Background: an optimization exercise with open tools, aiming at small area, a short achievable clock period and few clock cycles per item. Do not read the settings as production practice.
Function was checked by simulation only, so behaviour that the tests miss may differ from the original.
No activity file was given, so power comes from the tool's default toggle rates.

**config.mk**
```make
export PLATFORM = sky130hd
export DESIGN_NAME = conv_accel_top
export DESIGN_NICKNAME = conv_accel_top
export VERILOG_FILES = /design/flow/design.v
export SDC_FILE = /design/flow/constraint.sdc
export NUM_CORES = 4
export LEC_CHECK = 0
export CAP_MARGIN = 20
export CORE_MARGIN = 2
export CORE_UTILIZATION = 40
export SLEW_MARGIN = 20
```
**constraint.sdc**
```tcl
create_clock -name core_clock -period 10.0 [get_ports {clk}]
set_input_delay 2.0000 -clock core_clock [delete_from_list [all_inputs] [get_ports {clk}]]
set_output_delay 2.0000 -clock core_clock [all_outputs]
set_load 0.01 [all_outputs]
```
**design.v**
```verilog
package cnn_pkg;
    localparam int DATA_W      = 32;
    localparam int MAX_TAPS    = 4;
    localparam int TAP_IDX_W   = 3;                  
    localparam int LEN_W       = 12;
    localparam int FIFO_DEPTH  = 8;
    localparam int FIFO_IDX_W  = $clog2(FIFO_DEPTH);
    localparam int MAC_LATENCY = 2;
    typedef logic [MAX_TAPS-1:0][DATA_W-1:0] window_t;
    typedef logic [MAX_TAPS-1:0][DATA_W-1:0] weights_t;
    typedef enum logic [1:0] {
        OP_CONF_SRC = 2'd0,                          
        OP_CONF_DST = 2'd1,                          
        OP_CONV     = 2'd2,                          
        OP_NOP      = 2'd3
    } opcode_e;
    typedef enum logic [1:0] {
        RUN_IDLE   = 2'd0,
        RUN_WEIGHT = 2'd1,
        RUN_CONV   = 2'd2
    } run_state_e;
endpackage
`timescale 1ns/1ps
module cmd_decoder (
    input  logic                          clk,
    input  logic                          rst,
    input  logic                          req_valid_i,
    input  logic [1:0]                    req_op_i,
    input  logic                          req_imm_i,
    input  logic [cnn_pkg::DATA_W-1:0]    req_rj_i,
    input  logic [cnn_pkg::DATA_W-1:0]    req_rk_i,
    input  logic                          fetch_done_i,
    input  logic                          write_done_i,
    output logic                          req_ready_o,
    output logic                          rsp_valid_o,
    output logic                          start_weight_o,
    output logic                          start_conv_o,
    output logic [cnn_pkg::DATA_W-1:0]    src_addr_o,
    output logic [cnn_pkg::DATA_W-1:0]    weight_addr_o,
    output logic [cnn_pkg::DATA_W-1:0]    dst_addr_o,
    output logic [cnn_pkg::LEN_W-1:0]     length_o,
    output logic [cnn_pkg::TAP_IDX_W-1:0] taps_o,
    output logic [cnn_pkg::LEN_W-1:0]     res_count_o
);
    cnn_pkg::run_state_e           state_q;
    logic                 cmd_hsk;
    logic                 conv_hsk;
    logic [cnn_pkg::LEN_W-1:0]     new_len;
    logic [cnn_pkg::TAP_IDX_W-1:0] new_taps;
    assign req_ready_o = (state_q == cnn_pkg::RUN_IDLE);
    assign cmd_hsk     = req_valid_i & req_ready_o;
    assign conv_hsk    = cmd_hsk & (req_op_i == cnn_pkg::OP_CONV);
    assign new_len     = req_rk_i[cnn_pkg::LEN_W-1:0];
    assign new_taps    = req_rk_i[cnn_pkg::LEN_W +: cnn_pkg::TAP_IDX_W];       
    always_ff @(posedge clk) begin
        if (cmd_hsk && req_op_i == cnn_pkg::OP_CONF_SRC) begin
            src_addr_o  <= req_rj_i;
            length_o    <= new_len;
            taps_o      <= new_taps;
            res_count_o <= new_len - cnn_pkg::LEN_W'(new_taps) + cnn_pkg::LEN_W'(1);   
        end
        if (cmd_hsk && req_op_i == cnn_pkg::OP_CONF_DST) begin
            dst_addr_o <= req_rj_i;
        end
        if (conv_hsk) begin
            weight_addr_o <= req_rj_i;
        end
    end
    always_ff @(posedge clk) begin
        if (rst) begin
            state_q        <= cnn_pkg::RUN_IDLE;
            start_weight_o <= 1'b0;
            start_conv_o   <= 1'b0;
            rsp_valid_o    <= 1'b0;
        end else begin
            start_weight_o <= conv_hsk & req_imm_i;
            start_conv_o   <= (conv_hsk & ~req_imm_i) | ((state_q == cnn_pkg::RUN_WEIGHT) & fetch_done_i);
            rsp_valid_o    <= (cmd_hsk & (req_op_i != cnn_pkg::OP_CONV)) |
                              ((state_q == cnn_pkg::RUN_CONV) & write_done_i);
            case (state_q)
                cnn_pkg::RUN_IDLE:   if (conv_hsk) state_q <= req_imm_i ? cnn_pkg::RUN_WEIGHT : cnn_pkg::RUN_CONV;
                cnn_pkg::RUN_WEIGHT: if (fetch_done_i) state_q <= cnn_pkg::RUN_CONV;
                cnn_pkg::RUN_CONV:   if (write_done_i) state_q <= cnn_pkg::RUN_IDLE;
                default:    state_q <= cnn_pkg::RUN_IDLE;
            endcase
        end
    end
endmodule
`timescale 1ns/1ps
module window_fetch (
    input  logic                          clk,
    input  logic                          rst,
    input  logic                          start_weight_i,
    input  logic                          start_conv_i,
    input  logic [cnn_pkg::DATA_W-1:0]    src_addr_i,
    input  logic [cnn_pkg::DATA_W-1:0]    weight_addr_i,
    input  logic [cnn_pkg::LEN_W-1:0]     length_i,
    input  logic [cnn_pkg::TAP_IDX_W-1:0] taps_i,
    input  logic                          rd_ready_i,
    input  logic                          rsp_valid_i,
    input  logic [cnn_pkg::DATA_W-1:0]    rsp_rdata_i,
    input  logic                          space_ok_i,
    output logic                          rd_valid_o,
    output logic [cnn_pkg::DATA_W-1:0]    rd_addr_o,
    output logic                          fetch_done_o,
    output logic                          win_valid_o,
    output logic [cnn_pkg::MAX_TAPS-1:0][cnn_pkg::DATA_W-1:0]              window_o,
    output logic [cnn_pkg::MAX_TAPS-1:0][cnn_pkg::DATA_W-1:0]             weights_o
);
    cnn_pkg::run_state_e       phase_q;
    logic             pending_q;                 
    logic [cnn_pkg::LEN_W-1:0] req_cnt_q;
    logic [cnn_pkg::LEN_W-1:0] rsp_cnt_q;
    logic [cnn_pkg::LEN_W-1:0] total;
    logic             issue;
    logic             last_rsp;
    logic [cnn_pkg::MAX_TAPS-1:0][cnn_pkg::DATA_W-1:0]          window_q;
    logic [cnn_pkg::MAX_TAPS-1:0][cnn_pkg::DATA_W-1:0]          win_next;
    assign total    = (phase_q == cnn_pkg::RUN_WEIGHT) ? cnn_pkg::LEN_W'(taps_i) : length_i;
    assign last_rsp = rsp_valid_i & (rsp_cnt_q == total - cnn_pkg::LEN_W'(1));
    assign issue    = (phase_q != cnn_pkg::RUN_IDLE) & ~rd_valid_o & ~pending_q &
                      (req_cnt_q < total) & ((phase_q == cnn_pkg::RUN_WEIGHT) | space_ok_i);
    assign fetch_done_o = (phase_q != cnn_pkg::RUN_IDLE) & last_rsp;
    assign win_valid_o  = (phase_q == cnn_pkg::RUN_CONV) & rsp_valid_i &
                          (rsp_cnt_q >= cnn_pkg::LEN_W'(taps_i) - cnn_pkg::LEN_W'(1));
    assign window_o     = win_next;
    always_comb begin
        win_next = window_q;
        for (int t = 0; t < cnn_pkg::MAX_TAPS - 1; t++) begin
            if (t < int'(taps_i) - 1) win_next[t] = window_q[t + 1];
        end
        for (int t = 0; t < cnn_pkg::MAX_TAPS; t++) begin
            if (t == int'(taps_i) - 1) win_next[t] = rsp_rdata_i;
        end
    end
    always_ff @(posedge clk) begin
        if (rst) begin
            phase_q    <= cnn_pkg::RUN_IDLE;
            rd_valid_o <= 1'b0;
            pending_q  <= 1'b0;
            req_cnt_q  <= '0;
            rsp_cnt_q  <= '0;
            rd_addr_o  <= '0;
        end else if (start_weight_i || start_conv_i) begin
            phase_q   <= start_weight_i ? cnn_pkg::RUN_WEIGHT : cnn_pkg::RUN_CONV;
            rd_addr_o <= start_weight_i ? weight_addr_i : src_addr_i;
            req_cnt_q <= '0;
            rsp_cnt_q <= '0;
        end else begin
            if (issue) rd_valid_o <= 1'b1;
            if (rd_valid_o && rd_ready_i) begin
                rd_valid_o <= 1'b0;
                pending_q  <= 1'b1;
            end
            if (rsp_valid_i) begin
                pending_q <= 1'b0;
                rsp_cnt_q <= rsp_cnt_q + cnn_pkg::LEN_W'(1);
                rd_addr_o <= rd_addr_o + cnn_pkg::DATA_W'(4);    
                req_cnt_q <= req_cnt_q + cnn_pkg::LEN_W'(1);
            end
            if (fetch_done_o) phase_q <= cnn_pkg::RUN_IDLE;
        end
    end
    always_ff @(posedge clk) begin
        if (start_weight_i) begin
            weights_o <= '0;                         
        end else if (phase_q == cnn_pkg::RUN_WEIGHT && rsp_valid_i) begin
            for (int t = 0; t < cnn_pkg::MAX_TAPS; t++) begin
                if (rsp_cnt_q == cnn_pkg::LEN_W'(t)) weights_o[t] <= rsp_rdata_i;
            end
        end
        if (start_conv_i) begin
            window_q <= '0;
        end else if (phase_q == cnn_pkg::RUN_CONV && rsp_valid_i) begin
            window_q <= win_next;
        end
    end
endmodule
`timescale 1ns/1ps
module conv_mac (
    input  logic                       clk,
    input  logic                       rst,
    input  logic                       win_valid_i,
    input  logic [cnn_pkg::MAX_TAPS-1:0][cnn_pkg::DATA_W-1:0]           window_i,
    input  logic [cnn_pkg::MAX_TAPS-1:0][cnn_pkg::DATA_W-1:0]          weights_i,
    output logic                       res_valid_o,
    output logic [cnn_pkg::DATA_W-1:0] res_data_o
);
    logic [cnn_pkg::MAX_TAPS-1:0][cnn_pkg::DATA_W-1:0] prod_q;
    logic                            prod_valid_q;
    logic [cnn_pkg::DATA_W-1:0]               sum;
    always_comb begin
        sum = '0;
        for (int t = 0; t < cnn_pkg::MAX_TAPS; t++) begin
            sum = sum + prod_q[t];                   
        end
    end
    always_ff @(posedge clk) begin
        if (rst) begin
            prod_valid_q <= 1'b0;
            res_valid_o  <= 1'b0;
        end else begin
            prod_valid_q <= win_valid_i;
            res_valid_o  <= prod_valid_q;
        end
    end
    always_ff @(posedge clk) begin
        for (int t = 0; t < cnn_pkg::MAX_TAPS; t++) begin
            prod_q[t] <= window_i[t] * weights_i[t];     
        end
        res_data_o <= sum;
    end
endmodule
`timescale 1ns/1ps
module result_fifo (
    input  logic                       clk,
    input  logic                       rst,
    input  logic                       push_i,
    input  logic [cnn_pkg::DATA_W-1:0] push_data_i,
    input  logic                       pop_i,
    output logic                       valid_o,
    output logic [cnn_pkg::DATA_W-1:0] data_o,
    output logic                       space_ok_o
);
    logic [cnn_pkg::DATA_W-1:0]     mem_q [cnn_pkg::FIFO_DEPTH];
    logic [cnn_pkg::FIFO_IDX_W-1:0] head_q;
    logic [cnn_pkg::FIFO_IDX_W-1:0] tail_q;
    logic                  head_wrap_q;
    logic                  tail_wrap_q;
    logic [cnn_pkg::FIFO_IDX_W:0]   used;
    logic                  full;
    assign used       = {tail_wrap_q, tail_q} - {head_wrap_q, head_q};
    assign full       = (head_q == tail_q) & (head_wrap_q != tail_wrap_q);
    assign valid_o    = (head_q != tail_q) | (head_wrap_q != tail_wrap_q);
    assign data_o     = mem_q[head_q];
    assign space_ok_o = (int'(used) <= cnn_pkg::FIFO_DEPTH - cnn_pkg::MAC_LATENCY - 1);    
    always_ff @(posedge clk) begin
        if (rst) begin
            {head_wrap_q, head_q} <= '0;
            {tail_wrap_q, tail_q} <= '0;
        end else begin
            if (push_i) {tail_wrap_q, tail_q} <= {tail_wrap_q, tail_q} + 1'b1;
            if (pop_i) {head_wrap_q, head_q} <= {head_wrap_q, head_q} + 1'b1;
        end
    end
    always_ff @(posedge clk) begin
        if (push_i) mem_q[tail_q] <= push_data_i;
    end
endmodule
`timescale 1ns/1ps
module result_writer (
    input  logic                       clk,
    input  logic                       rst,
    input  logic                       start_conv_i,
    input  logic [cnn_pkg::DATA_W-1:0] dst_addr_i,
    input  logic [cnn_pkg::LEN_W-1:0]  res_count_i,
    input  logic                       fifo_valid_i,
    input  logic [cnn_pkg::DATA_W-1:0] fifo_data_i,
    input  logic                       rd_valid_i,
    input  logic [cnn_pkg::DATA_W-1:0] rd_addr_i,
    input  logic                       mem_ready_i,
    output logic                       fifo_pop_o,
    output logic                       write_done_o,
    output logic                       rd_ready_o,
    output logic                       mem_valid_o,
    output logic [cnn_pkg::DATA_W-1:0] mem_addr_o,
    output logic                       mem_read_o,
    output logic [cnn_pkg::DATA_W-1:0] mem_wdata_o
);
    logic [cnn_pkg::DATA_W-1:0] wr_addr_q;
    logic [cnn_pkg::LEN_W-1:0]  wr_cnt_q;
    logic              wr_lock_q;                
    logic              grant_rd;
    logic              wr_sel;
    assign grant_rd = rd_valid_i & ~wr_lock_q;
    assign wr_sel   = ~grant_rd & fifo_valid_i;
    assign mem_valid_o = grant_rd | wr_sel;
    assign mem_read_o  = grant_rd;
    assign mem_addr_o  = grant_rd ? rd_addr_i : wr_addr_q;
    assign mem_wdata_o = fifo_data_i;
    assign rd_ready_o  = mem_ready_i & ~wr_lock_q;
    assign fifo_pop_o   = wr_sel & mem_ready_i;
    assign write_done_o = fifo_pop_o & (wr_cnt_q == res_count_i - cnn_pkg::LEN_W'(1));
    always_ff @(posedge clk) begin
        if (rst) begin
            wr_addr_q <= '0;
            wr_cnt_q  <= '0;
            wr_lock_q <= 1'b0;
        end else begin
            wr_lock_q <= wr_sel & ~mem_ready_i;
            if (start_conv_i) begin
                wr_addr_q <= dst_addr_i;
                wr_cnt_q  <= '0;
            end else if (fifo_pop_o) begin
                wr_addr_q <= wr_addr_q + cnn_pkg::DATA_W'(4);
                wr_cnt_q  <= wr_cnt_q + cnn_pkg::LEN_W'(1);
            end
        end
    end
endmodule
`timescale 1ns/1ps
module conv_accel_top (
    input  logic                       clk,
    input  logic                       rst,
    input  logic                       req_valid_i,
    input  logic [1:0]                 req_op_i,
    input  logic                       req_imm_i,
    input  logic [cnn_pkg::DATA_W-1:0] req_rj_i,
    input  logic [cnn_pkg::DATA_W-1:0] req_rk_i,
    output logic                       req_ready_o,
    output logic                       rsp_valid_o,
    output logic                       mem_valid_o,
    input  logic                       mem_ready_i,
    output logic [cnn_pkg::DATA_W-1:0] mem_addr_o,
    output logic                       mem_read_o,
    output logic [cnn_pkg::DATA_W-1:0] mem_wdata_o,
    input  logic                       mem_rsp_valid_i,
    input  logic [cnn_pkg::DATA_W-1:0] mem_rsp_rdata_i
);
    logic                 start_weight, start_conv, fetch_done, write_done;
    logic [cnn_pkg::DATA_W-1:0]    src_addr, weight_addr, dst_addr, rd_addr, res_data, fifo_data;
    logic [cnn_pkg::LEN_W-1:0]     length, res_count;
    logic [cnn_pkg::TAP_IDX_W-1:0] taps;
    logic                 rd_valid, rd_ready, win_valid, res_valid;
    logic                 space_ok, fifo_valid, fifo_pop;
    logic [cnn_pkg::MAX_TAPS-1:0][cnn_pkg::DATA_W-1:0]              window;
    logic [cnn_pkg::MAX_TAPS-1:0][cnn_pkg::DATA_W-1:0]             weights;
    cmd_decoder u_cmd_decoder (
        .clk, .rst, .req_valid_i, .req_op_i, .req_imm_i, .req_rj_i, .req_rk_i,
        .fetch_done_i(fetch_done), .write_done_i(write_done),
        .req_ready_o, .rsp_valid_o,
        .start_weight_o(start_weight), .start_conv_o(start_conv),
        .src_addr_o(src_addr), .weight_addr_o(weight_addr), .dst_addr_o(dst_addr),
        .length_o(length), .taps_o(taps), .res_count_o(res_count)
    );
    window_fetch u_window_fetch (
        .clk, .rst, .start_weight_i(start_weight), .start_conv_i(start_conv),
        .src_addr_i(src_addr), .weight_addr_i(weight_addr),
        .length_i(length), .taps_i(taps), .rd_ready_i(rd_ready),
        .rsp_valid_i(mem_rsp_valid_i), .rsp_rdata_i(mem_rsp_rdata_i),
        .space_ok_i(space_ok), .rd_valid_o(rd_valid), .rd_addr_o(rd_addr),
        .fetch_done_o(fetch_done), .win_valid_o(win_valid),
        .window_o(window), .weights_o(weights)
    );
    conv_mac u_conv_mac (
        .clk, .rst, .win_valid_i(win_valid), .window_i(window), .weights_i(weights),
        .res_valid_o(res_valid), .res_data_o(res_data)
    );
    result_fifo u_result_fifo (
        .clk, .rst, .push_i(res_valid), .push_data_i(res_data), .pop_i(fifo_pop),
        .valid_o(fifo_valid), .data_o(fifo_data), .space_ok_o(space_ok)
    );
    result_writer u_result_writer (
        .clk, .rst, .start_conv_i(start_conv), .dst_addr_i(dst_addr),
        .res_count_i(res_count), .fifo_valid_i(fifo_valid), .fifo_data_i(fifo_data),
        .rd_valid_i(rd_valid), .rd_addr_i(rd_addr), .mem_ready_i,
        .fifo_pop_o(fifo_pop), .write_done_o(write_done), .rd_ready_o(rd_ready),
        .mem_valid_o, .mem_addr_o, .mem_read_o, .mem_wdata_o
    );
endmodule
```
**run.sh**
```bash
#!/bin/bash
# synth_recipe.tcl (not shown) runs the flow's synth.tcl, then flattens the netlist and writes it again
# the make line also repeats each setting of config.mk as NAME=value (left out here)
make -C /OpenROAD-flow-scripts/flow DESIGN_CONFIG=/design/flow/config.mk WORK_HOME=/design/flow/orfs CLKGATE_MAP_FILE= SYNTH_SCRIPT=/design/flow/synth_recipe.tcl finish
```
==> run summary <==
[worst register-to-register path: cells and delay by family, from the launching register on]
family | cells | cell delay (ns)
buffers and inverters | 9 | 1.41
and+or+nand+nor | 3 | 0.90
xor gates and xnor gates | 8 | 1.55
AOI/OAI and AO/OA | 2 | 0.83
adders and majority gates | 9 | 4.41
DFF | 1 | 0.40
[cell usage in the layout, fill, tap and decap left out, types with 116 or more instances in the layout]
master           synthesis  routed
clkdlybuf4s50_1          0     153
a21oi_1                453     453
nor2_1                 301     293
and2_1                1063    1063
xnor2_1                320     320
ha_1                   578     578
nand2_1               1599    1596
o21ai_0                151     143
mux2_2                 116     116
fa_1                  1696    1696
dfxtp_1                507     501
buf_4                    7     388
edfxtp_1               379     379
inv_1                 1694    1694
[power groups by stage]
stage	Clock, uW	Sequential [uW]	Combinational (uW)
CTS	3770	4500	3220
global route	3910	4540	3490
finish	3710	4520	3280
detailed placement	0	4580	3200
floorplan	0	4350	1710
global placement	0	4560	3150
[registers in the layout, summed over array words and instances (netlist names), 2 cells and up, named ones only]
| register | count |
|---|---|
| u_cmd_decoder.dst_addr_o | 32 |
| u_cmd_decoder.length_o | 12 |
| u_cmd_decoder.res_count_o | 12 |
| u_cmd_decoder.src_addr_o | 32 |
| u_cmd_decoder.state_q | 2 |
| u_cmd_decoder.taps_o | 3 |
| u_cmd_decoder.weight_addr_o | 32 |
| u_conv_mac.prod_q | 128 |
| u_conv_mac.res_data_o | 32 |
| u_result_fifo.head_q | 3 |
| u_result_fifo.mem_q | 256 |
| u_result_fifo.tail_q | 3 |
| u_result_writer.wr_addr_q | 32 |
| u_result_writer.wr_cnt_q | 12 |
| u_window_fetch.phase_q | 2 |
| u_window_fetch.rd_addr_o | 32 |
| u_window_fetch.req_cnt_q | 12 |
| u_window_fetch.rsp_cnt_q | 12 |
| u_window_fetch.weights_o | 128 |
| u_window_fetch.window_q | 96 |
[kinds of logic after synthesis]
logic type / Yosys count / share of synthesized area
DFF: 886 / 0.214
xor gates and xnor gates: 450 / 0.0412
AOI/OAI and AO/OA: 959 / 0.0581
buffers and inverters: 2287 / 0.0863
and+or+nand+nor: 3329 / 0.158
muxes: 242 / 0.0339
adders and majority gates: 2274 / 0.409
[metal layers]
metal	part of all wire	wire, um
met1	0.40	126000
met5	0.00050	156
met4	0.049	15300
met2	0.47	146000
met3	0.078	24500
[area by class of cell]
type	instances	area, um^2	area share
diodes	8	20.0	0.000180
clock buffers	141	2740	0.0246
clock inverters	39	524	0.00470
inverters	1694	6360	0.0571
multi-input cells	7254	70700	0.635
flip-flops and latches	886	21500	0.193
well taps	3348	4190	0.0376
repair buffers	585	5320	0.0477
[metrics by stage]
stage	cell area [um^2]	cells	total power (uW)
after floorplan	101000	10400	6060
after global routing	111000	13900	11900
after detailed placement	108000	13800	7780
final	111000	14000	11500
after CTS	111000	13900	11500
after global placement	108000	13800	7720
[final timing paths]
kind / cells past startpoint / slack (ns) / start / endpoint
max: 31 / 0.35 / u_cmd_decoder.taps_o[0] / u_conv_mac.prod_q[63]
min: 2 / 0.46 / u_window_fetch.weights_o[103] / u_window_fetch.weights_o[103]
max reg2reg: 31 / 0.35 / u_cmd_decoder.taps_o[0] / u_conv_mac.prod_q[63]
min reg2reg: 2 / 0.46 / u_window_fetch.weights_o[103] / u_window_fetch.weights_o[103]
==> run summary <==
Crit path buffers/inverters - 9
most frequent cells after synthesis - 1696 x fa_1, 1694 x inv_1, 1599 x nand2_1
P_int - 7360 uW
Max-Slew Margin vs Limit - 0.238
max cap viols - 0
post-CTS setup buffer count - 0
vias - 73700
drt pass-1 iters - 6
Hold Vio Cnt, Final - 0
ys flop type - dfxtp_1
Die Wd - 506 um
Final ANT Viol Nets - 0
Syn Inst Count - 10400
synth unique cells - 95
fillcell total - 24100
worst-margin pin slew - 1.14 ns
clock sinks - 886
status - complete, no violations
CP max-delay cell - a31oi_2
NetSw - 4150 uW
clk_skew - 0.0567 ns
synthesized net count - 12800
most used cell, CP - fa_1
sequential share of power - 0.393
critical path startpoint category - register
layout cell share with drive strength beyond 1 - 0.0812
CP max FO - 33
row cnt - 184
largest net degree at the start of global routing - 93
Avg WL per Cell - 22.4 um
combinational power share - 0.285
Area contributors post-synth - fa_1 34%, edfxtp_1 11%, dfxtp_1 10%, ha_1 7.2%, and2_1 6.6%
Final setup viols - 0
wirelength, routed - 312 mm
Ys Warns - 5
Total GRT Usage - 0.246
DP Worst Slack - 0.0904 ns
DRC - 0
data required time of the worst path - 10.63 ns
VDD IR max - 144 uV
GR Util met2 - 0.402
hpwl dp - 240 mm
synthesized cell area - 0.101 mm^2
Initial Utilization - 0.402
number of vias per cell - 5.28
cts bufs inserted - 95
Reg clk slew, reported paths - 0.06 ns
critical path data arrival time - 10.28 ns
register area share after synthesis - 0.214
setup ws final - 0.348 ns
1st-iter DRT viols - 6234
Synth top area share - 0.337
Post-Syn Area per Cell - 9.66 um^2
most frequent cell after synthesis - fa_1
setup TNS - 0 ns
post-synth top area cell - fa_1
fin. max-slew vios - 0
EDFF count, synth - 379
Final nets - 12900
Core Region - 0.251 mm^2
Crit path largest cell delay - 0.66 ns
worst hold slack - 0.457 ns
fin util - 0.444
die area - 0.256 mm^2
routability cong. - 0.930
post-CTS sizing - 0
period utilization - 0.965
H-tree Lvls - 3
CP delay by family, top - adder cells
most used routing layer - met2
Area growth syn-to-layout - 10.6%
min-delay worst type - register to register
Root Buffer - clkbuf_16
switching share of power - 0.361
static leakage - 0.0513 uW
Ports - 172
CTS tree - built
critical path type - register to register
endpoint type of the worst setup path - register
initial antenna violation count - 28
Power Density - 103 mW/mm^2
Clock Tree Buf Depth - 3
number of synthesized register bits - 886
total congestion overflow - 0
grt met3 use - 0.0448
PortBufs - 154
worst-skew pair later-pin latency - 0.77 ns
Async SR Flop Fraction - 0
Tmin final - 9.65 ns
clock power share - 0.322
Die Height - 506 um
GR Util met1 - 0.320
RSZ-0062 raised after global routing - false
hold buffer count at cts - 0
number of global-route vias before repair - 78300
first-pass GRT wire length - 478 mm
FMAX - 104 MHz
Testbench counts, summed over its fixed seeds: cycles 14,626, items 2,528.

[re-timing with driven ports]
In the flow no input, the clock included, has a driving cell. The finished layout below was timed again as built, in two steps.
Step 1 (the two cells are an assumption about what drives the block):
set clk [get_ports {clk}]
set_driving_cell -lib_cell sky130_fd_sc_hd__clkbuf_16 $clk
set_driving_cell -lib_cell sky130_fd_sc_hd__buf_2 [delete_from_list [all_inputs] $clk]
Step 2 times the ports against the registers' clock, not the clock port: input delays grow and output delays shrink by t, the midpoint of the rising clock arrivals with the driver on.
Three values: no drivers, after step 1, after step 2; two values: the first two.
t (ns): 0.825
setup slack, ns: 0.348 / 0.348 / 0.005
cell pins on the clock port's net: 1
After both steps this run still meets setup and hold. The setup slack of this run moves by 0.000 ns with the drivers and by -0.343 ns with both steps.
